Source: an optimization exercise on an open RTL-to-GDS flow (aim: small area). Production flows keep margins and buffers that such runs may drop. The RTL was checked by simulation tests, not by an equivalence proof against the original design.

Setup of oak:
## fft_peak_detect
module fft_peak_detect
#(
  parameter int DATA_W = fft_peak_detect_pkg::FPD_DATA_W,
  parameter int FFT_N  = 1024,
  parameter int IDX_W  = fft_peak_detect_pkg::FPD_IDX_W
) (
  input  logic                sys_clk,
  input  logic                sys_rst,
  input  logic [DATA_W-1:0]   s_re,
  input  logic [DATA_W-1:0]   s_im,
  input  logic                s_valid,
  input  logic                s_last,
  output logic                s_ready,
  output logic [IDX_W-1:0]    peak_idx,
  output logic [2*DATA_W-1:0] peak_pow,
  output logic                peak_valid,
  output logic                frame_err,
  output logic                busy
);
Size: roughly 970 cells after synthesis, ~82 I/O pins, roughly 11000 um^2 of cells after synthesis.
Settings: LEC_CHECK=0, CAP_MARGIN=0, CORE_MARGIN=2, CORE_UTILIZATION=84, CTS_BUF_LIST=sky130_fd_sc_hd__clkbuf_8, GPL_TIMING_DRIVEN=0, SLEW_MARGIN=0; clock period 10.0 ns.
standard.sh (not shown) runs the stock make flow with config.mk's settings and CLKGATE_MAP_FILE= SYNTH_SCRIPT=/design/flow/synth_recipe.tcl, a recipe that flattens the netlist after the stock synthesis.
==> flow/flow/run.sh <==
#!/bin/bash
set -euo pipefail
RES=orfs/results/sky130hd/fft_peak_detect/base
bash standard.sh synth > synth.log 2>&1
cp $RES/1_2_yosys.v yosys_std.v
python3 flow/faflip.py yosys_std.v $RES/1_2_yosys.v > faflip.log 2>&1
rm -f $RES/1_synth.odb
export PRE_GLOBAL_PLACE_TCL="$PWD/flow/ports.tcl"
export CTS_ARGS="-sink_clustering_enable -repair_clock_nets -buf_list sky130_fd_sc_hd__clkbuf_8 -dont_use_dummy_load"
bash standard.sh > layout.log 2>&1
==> flow/flow/ports.tcl <==
# Port buffers: every input gets a sky130_fd_sc_hd__buf_2 (they fan out to many gates),
# outputs the smallest plain buffer.
rename buffer_ports my_orig_buffer_ports
proc buffer_ports {args} {
  my_orig_buffer_ports -inputs -buffer_cell sky130_fd_sc_hd__buf_2
  my_orig_buffer_ports -outputs -buffer_cell sky130_fd_sc_hd__buf_1
}
Other scripts of this flow, unchanged in this note and not shown: flow/flow/faflip.py
Modified inputs, pine compared to oak
==> flow/flow/ports.tcl <==
# Port buffers: every input gets a sky130_fd_sc_hd__buf_1,
# outputs the smallest plain buffer.
rename buffer_ports my_orig_buffer_ports
proc buffer_ports {args} {
  my_orig_buffer_ports -inputs -buffer_cell sky130_fd_sc_hd__buf_1
  my_orig_buffer_ports -outputs -buffer_cell sky130_fd_sc_hd__buf_1
}
[summary]
- pine: full flow OK, the timing, DRC and antenna checks passed
- Relative to oak, post-route clock period utilization has gone up in pine.
- Post-synthesis to final-layout area growth in pine is 0.19 points below oak.
- pine vs oak — non-clock buffer count climbed slightly
- run_pow_q[2] as the critical path endpoint was reported by pine, and run_pow_q[18] by oak.

---

Another version of the RTL of fft_peak_detect (not shown whole).
For scale: about 82 I/O pins, roughly 11000 um2 of cells after synthesis.
export LEC_CHECK = 0
export CAP_MARGIN = 0
export CORE_MARGIN = 2
export CORE_UTILIZATION = 84
export CTS_BUF_LIST = sky130_fd_sc_hd__clkbuf_8
export GPL_TIMING_DRIVEN = 0
export PLACE_DENSITY = 0.9
export SLEW_MARGIN = 0
create_clock -name core_clock -period 10.0 [get_ports {sys_clk}]
Scripts as last shown in full above: flow/flow/run.sh
Other scripts of this flow, unchanged in this note and not shown: flow/flow/faflip.py, flow/flow/ports.tcl
The first run completed without violations.
Then changed:
--- a/flow/flow/run.sh
+++ b/flow/flow/run.sh
@@ -2,7 +2,11 @@
 set -euo pipefail
 RES=orfs/results/sky130hd/fft_peak_detect/base
+LIB=$FLOW_HOME/platforms/sky130hd/lib/sky130_fd_sc_hd__tt_025C_1v80.lib
 bash standard.sh synth > synth.log 2>&1
 cp $RES/1_2_yosys.v yosys_std.v
-python3 flow/faflip.py yosys_std.v $RES/1_2_yosys.v > faflip.log 2>&1
+python3 flow/faflip.py yosys_std.v netlist_1.v > faflip_1.log 2>&1
+yosys -l cell_models.log -q -p "read_liberty -ignore_miss_func $LIB; write_verilog -noattr cell_models.v"
+bash flow/remap.sh netlist_1.v netlist_2.v cell_models.v > remap.log 2>&1
+python3 flow/faflip.py netlist_2.v $RES/1_2_yosys.v > faflip_2.log 2>&1
 rm -f $RES/1_synth.odb
 export PRE_GLOBAL_PLACE_TCL="$PWD/flow/ports.tcl"
==> flow/flow/remap.sh (new file) <==
#!/bin/bash
# remap.sh IN.v OUT.v MODELS.v : re-map the glue logic of a mapped netlist with
# ABC (the flow's speed script). Full and half adders, flip-flops, tie cells and
# buffers stay as they are; every other cell is read as its liberty function
# (MODELS.v) and mapped again. Registers keep their instances and names.
set -euo pipefail
L=$FLOW_HOME/platforms/sky130hd/lib/sky130_fd_sc_hd__tt_025C_1v80.lib
S=$FLOW_HOME/scripts/abc_speed.script
yosys -l remap_yosys.log -q -p "read_liberty -lib $L; read_verilog $1; hierarchy -top fft_peak_detect;
techmap -map $3 t:sky130_fd_sc_hd__* t:*fa_1 t:*ha_1 t:*dfrtp_1 t:*edfxtp_1 t:*dfxtp_1 t:*conb_1 t:*buf_* %u %u %u %u %u %u %d;
techmap; opt -fast;
abc -script $S -liberty $L -dont_use *lpflow* -dont_use *probe* -D 10000;
opt_clean -purge; write_verilog -noattr -noexpr $2"
--- a/flow/config.mk
+++ b/flow/config.mk
@@ -11,4 +11,3 @@
 export CTS_BUF_LIST = sky130_fd_sc_hd__clkbuf_8
 export GPL_TIMING_DRIVEN = 0
-export PLACE_DENSITY = 0.9
 export SLEW_MARGIN = 0
Result:
- Now the flow ran to the end with violations: setup timing
- utilization rose by 3.7 points
- register-to-register slack got worse by 300 ps
- sequential share of layout area decreases by 0.15 points
- first-iteration DRC count climbs by well over a third
- wire length came out higher by a quarter to a third
- cell area goes up slightly
- maximum frequency fell by a few percent
Then changed:
==> flow/flow/run.sh (replaced) <==
#!/bin/bash
set -euo pipefail
RES=orfs/results/sky130hd/fft_peak_detect/base
bash standard.sh synth > synth.log 2>&1
cp $RES/1_2_yosys.v yosys_std.v
python3 flow/faflip.py yosys_std.v $RES/1_2_yosys.v > faflip.log 2>&1
rm -f $RES/1_synth.odb
export PRE_GLOBAL_PLACE_TCL="$PWD/flow/ports.tcl"
export CTS_ARGS="-sink_clustering_enable -repair_clock_nets -buf_list sky130_fd_sc_hd__clkbuf_8 -dont_use_dummy_load"
bash standard.sh > layout.log 2>&1
--- a/flow/config.mk
+++ b/flow/config.mk
@@ -11,3 +11,4 @@
 export CTS_BUF_LIST = sky130_fd_sc_hd__clkbuf_8
 export GPL_TIMING_DRIVEN = 0
+export PLACE_DENSITY = 0.75
 export SLEW_MARGIN = 0
removed: flow/flow/remap.sh
After rerunning:
- The changed run finished clean
- register-to-register slack improves by 300 ps
- worst setup slack is better by 590 ps
- wire length shrinks by 25%
- hold slack improved by 7.7 ps
- die area is higher by 1.6%
- via count shrinks by 13%
- sequential share of layout area is higher by 0.15 points
- clock-buffer cell count stays the same
Then changed:
--- a/flow/config.mk
+++ b/flow/config.mk
@@ -11,4 +11,3 @@
 export CTS_BUF_LIST = sky130_fd_sc_hd__clkbuf_8
 export GPL_TIMING_DRIVEN = 0
-export PLACE_DENSITY = 0.75
 export SLEW_MARGIN = 0
Worst setup slack does not change.
Final cell count is unchanged.
Register-to-register slack is about the same.
Core utilization stays the same.
Synthesized area is unchanged.
Then changed:
--- a/flow/config.mk
+++ b/flow/config.mk
@@ -8,5 +8,5 @@
 export CAP_MARGIN = 0
 export CORE_MARGIN = 2
-export CORE_UTILIZATION = 84
+export CORE_UTILIZATION = 80
 export CTS_BUF_LIST = sky130_fd_sc_hd__clkbuf_8
 export GPL_TIMING_DRIVEN = 0
After rerunning:
- The changed run produced a clean layout
- routed wire length decreases by about 7%
- final area is about the same
- register-to-register slack gets better by 270 ps
- first-iteration DRC count is lower by about 26%
- worst setup slack degrades by 120 ps
- via count decreases by about 5.4%
- critical path depth rises by 1
- die area goes up by 4.8%

## what the ideal ports hide
No port has a modelled driver above. Below, the same layouts with a new extraction and two added sets of constraints. Step 1 assumes that a clkbuf_16 drives the clock port and a buf_2 every other input. Step 2 adds t to the input delays and takes it off the output delays; t is the mean of the earliest and latest rising clock arrival at the registers after step 1. Input paths then give back, and output paths get back, about the clock's delay inside the block. a / b / c = ideal / step 1 / step 2; a / b = the first two.
run | shift t [ns] | setup slack, ns | worst data-port slew with drivers (ns)
oak | 0.385 | 0.639 / 0.648 / 0.264 | 0.04
pine | 0.388 | 0.191 / 0.188 / -0.199 | 0.04
the first run of note 2 | 0.384 | 0.453 / 0.461 / 0.077 | 0.03
the second run of note 2 | 0.410 | -0.141 / -0.147 / -0.557 | 0.09
the third run of note 2 | 0.384 | 0.453 / 0.461 / 0.077 | 0.03
the fourth run of note 2 | 0.384 | 0.453 / 0.461 / 0.077 | 0.03
the fifth run of note 2 | 0.390 | 0.335 / 0.347 / -0.042 | 0.04
Met with ideal ports but missed after step 2: setup timing in pine and the fifth run of note 2. For the second run of note 2, which loses most, drivers alone change the setup slack by -0.006 ns; drivers and shift together by -0.416 ns.
